What follows belongs to an exercise in optimizing a design on an open flow for small area; a production flow would make more cautious choices. The RTL was checked by simulation tests, not by an equivalence proof against the original design. Power and IR drop assume default switching activity.

==> module deferred_one_shot_timer_array, before the edit <==
module deferred_one_shot_timer_array #(
    parameter int TIMER_SLOTS = dost_pkg::DEF_TIMER_SLOTS,
    parameter int TIME_WIDTH  = dost_pkg::DEF_TIME_WIDTH
) (
    input  logic            i_clk,
    input  logic            i_rst_n,
    input  logic            start,
    input  logic [70:0]     i_req,
    output logic            busy,
    output logic            o_strobe,
    output logic [37:0]     o_evt
);
    dost_pkg::t_req req;
    assign req = i_req;
    localparam int ALL_SLOTS = 2 * TIMER_SLOTS;
    logic                  r_busy;
    logic [5:0]            r_cnt;
    logic [ALL_SLOTS-1:0]  r_active;
    logic [ALL_SLOTS-1:0]  r_next;
    logic                  r_hold_vld;
    logic                  r_strobe;
    logic [TIME_WIDTH-1:0] r_delta;
    logic [4:0]            r_hold;
    logic [4:0]            r_out;
    logic                  r_last;
    logic                  apply, flush, bval;
    logic                  go, is_start, is_stop;
    logic [4:0]            addr;
    logic                  act_a, nxt_a;
    logic                  dur_we, live;
    logic                  stop_en;
    logic [ALL_SLOTS-1:0]  ring_ld;
    logic [TIME_WIDTH-1:0] head_n;
    logic [TIME_WIDTH-1:0] new_rem_n;
    dost_pkg::t_unit_res   res;
    assign apply = r_busy && (r_cnt == 6'd30);
    assign flush = r_busy && (r_cnt == 6'd0);
    assign bval  = r_busy && r_cnt[5];
    assign go       = start && !r_busy;
    assign is_start = go && (req.func == dost_pkg::FUNC_START);
    assign is_stop  = go && (req.func == dost_pkg::FUNC_STOP);
    assign addr  = r_busy ? r_cnt[4:0] : {req.timer_kind, req.timer_id};
    assign act_a = r_active[addr];
    assign nxt_a = r_next[addr];
    assign dur_we  = is_start && !act_a && !nxt_a;
    assign live    = bval && act_a;
    always_comb begin
        for (int k = 0; k < ALL_SLOTS; k++) begin
            ring_ld[ALL_SLOTS-1-k] = dur_we && (addr == 5'(k));
        end
    end
    assign stop_en = is_stop || (live && res.expired);
    dost_slot_ram #(
        .DEPTH (ALL_SLOTS),
        .WIDTH (TIME_WIDTH)
    ) u_rem_ram (
        .i_clk    (i_clk),
        .i_shift  (bval),
        .i_tail_n (new_rem_n),
        .i_ld     (ring_ld),
        .i_wdata  (TIME_WIDTH'(req.duration)),
        .o_head_n (head_n)
    );
    dost_unit #(
        .TIME_WIDTH (TIME_WIDTH)
    ) u_unit (
        .i_rem_n (head_n),
        .i_delta (r_delta),
        .i_kind  (addr[4]),
        .o_rem_n (new_rem_n),
        .o_res   (res)
    );
    always_ff @(posedge i_clk) begin
        if (!i_rst_n) begin
            r_busy     <= 1'b0;
            r_active   <= '0;
            r_next     <= '0;
            r_hold_vld <= 1'b0;
            r_strobe   <= 1'b0;
        end else begin
            if (r_busy) begin
                r_busy <= (r_cnt != 6'd0);
            end else begin
                r_busy <= start && (req.func == dost_pkg::FUNC_TICK);
            end
            for (int k = 0; k < ALL_SLOTS; k++) begin
                if (apply) begin
                    r_active[k] <= r_next[k];
                end
                if (dur_we && (addr == 5'(k))) begin
                    r_next[k] <= 1'b1;
                end else if (stop_en && (addr[3:0] == 4'(k)) && r_active[k]) begin
                    r_next[k] <= 1'b0;
                end
            end
            r_strobe <= 1'b0;
            if (live && res.emit) begin
                r_strobe   <= r_hold_vld;
                r_hold_vld <= 1'b1;
            end
            if (flush) begin
                r_strobe   <= r_hold_vld;
                r_hold_vld <= 1'b0;
            end
        end
    end
    always_ff @(posedge i_clk) begin
        r_cnt <= r_busy ? r_cnt + 6'd1 : 6'd30;
        if (!r_busy) begin
            r_delta <= TIME_WIDTH'(req.delta);
        end
        if (live && res.emit) begin
            r_hold <= addr;
        end
        r_out  <= r_hold;
        r_last <= flush;
    end
    assign busy     = r_busy;
    assign o_strobe = r_strobe;
    assign o_evt    = {r_out[4], r_out[3:0], r_out[4] ? r_delta : 32'd0, r_last};
endmodule
clock: 12.0 ns
lec_check: 0
abc_area: 1
cap_margin: 20
core_margin: 2
core_utilization: 70
cts_buf_list: sky130_fd_sc_hd__clkbuf_4
cts_cluster_diameter: 40
cts_cluster_size: 10
place_density: 0.8
slew_margin: 20
standard.sh (not shown) runs the stock make flow with config.mk's settings and CLKGATE_MAP_FILE= SYNTH_SCRIPT=/design/flow/synth_recipe.tcl, a recipe that flattens the netlist after the stock synthesis.
==> flow/flow/run.sh <==
#!/bin/bash
# Layout flow: the standard flow (standard.sh: unchanged synthesis and
# steps) with two settings passed through the environment:
#  - input/output port buffers use the smallest buffer cell (buf_1);
#  - clock tree synthesis uses clkbuf_4 with sink clustering, without dummy
#    loads for balancing.
# Each tool's full output stays in its ORFS log under orfs/logs; the output
# of this script and of make goes to flow_run.log.
set -e
exec > flow_run.log 2>&1
export BUFFER_PORTS_ARGS="-buffer_cell sky130_fd_sc_hd__buf_1"
export CTS_ARGS="-sink_clustering_enable -repair_clock_nets -dont_use_dummy_load -buf_list sky130_fd_sc_hd__clkbuf_4 -sink_clustering_size 10 -sink_clustering_max_diameter 40"
bash standard.sh
Next try:
--- a/flow/design.v
+++ b/flow/design.v
@@ -122,7 +122,7 @@
     logic                  r_busy;
     logic [5:0]            r_cnt;
     logic [ALL_SLOTS-1:0]  r_active;
-    logic [ALL_SLOTS-1:0]  r_next;
+    logic [ALL_SLOTS-1:0]  r_pend;
     logic                  r_hold_vld;
     logic                  r_strobe;
     logic [TIME_WIDTH-1:0] r_delta;
@@ -132,7 +132,7 @@
     logic                  apply, flush, bval;
     logic                  go, is_start, is_stop;
     logic [4:0]            addr;
-    logic                  act_a, nxt_a;
+    logic                  act_a, pnd_a;
     logic                  dur_we, live;
     logic                  stop_en;
     logic [ALL_SLOTS-1:0]  ring_ld;
@@ -147,8 +147,8 @@
     assign is_stop  = go && (req.func == dost_pkg::FUNC_STOP);
     assign addr  = r_busy ? r_cnt[4:0] : {req.timer_kind, req.timer_id};
     assign act_a = r_active[addr];
-    assign nxt_a = r_next[addr];
-    assign dur_we  = is_start && !act_a && !nxt_a;
+    assign pnd_a = r_pend[addr];
+    assign dur_we  = is_start && !act_a && !pnd_a;
     assign live    = bval && act_a;
     always_comb begin
         for (int k = 0; k < ALL_SLOTS; k++) begin
@@ -180,7 +180,7 @@
         if (!i_rst_n) begin
             r_busy     <= 1'b0;
             r_active   <= '0;
-            r_next     <= '0;
+            r_pend     <= '0;
             r_hold_vld <= 1'b0;
             r_strobe   <= 1'b0;
         end else begin
@@ -191,12 +191,13 @@
             end
             for (int k = 0; k < ALL_SLOTS; k++) begin
                 if (apply) begin
-                    r_active[k] <= r_next[k];
-                end
-                if (dur_we && (addr == 5'(k))) begin
-                    r_next[k] <= 1'b1;
-                end else if (stop_en && (addr[3:0] == 4'(k)) && r_active[k]) begin
-                    r_next[k] <= 1'b0;
+                    r_active[k] <= r_active[k] ^ r_pend[k];
+                    r_pend[k]   <= 1'b0;
+                end else begin
+                    if ((dur_we && (addr == 5'(k)))
+                        || (stop_en && (addr[3:0] == 4'(k)) && r_active[k])) begin
+                        r_pend[k] <= 1'b1;
+                    end
                 end
             end
             r_strobe <= 1'b0;
The changed run completed with no timing, DRC or antenna violations.
Worst setup slack gets better by 0.17 ns.
Hold slack loses 0.039 ns.
Clock power is about the same.
Maximum frequency rose by about 1.8%.
Area after synthesis climbs by about 0.9%.
Total power came out lower by about 1%.
Core utilization is about the same.
Routed wire length rose by 3.1%.
Non-clock buffer count is higher by 33.
Die area rose by 0.92%.
Sequential share of layout area falls by 0.87 points.

==> what the ideal ports hide <==
Ports are ideal in the flow. The routed layouts listed here were re-timed in OpenROAD. Step 1: set_driving_cell puts a clkbuf_16 on i_clk and a buf_2 on each other input, an assumption about the parent block. Step 2 times the ports against the registers' clock, not the clock port: input delays grow and output delays shrink by t, the midpoint of the rising clock arrivals with the driver on. Three values: ideal ports, drivers, drivers and shift; two values: the first two.
run	t, ns	slack for setup (ns)	worst setup path at the end	pins driven straight from the clock port
the first run	1.060	2.202 / 2.202 / 2.202	register to register	1
the second run	1.069	2.373 / 2.373 / 2.373	register to register	1
After both steps every run listed still meets setup and hold.
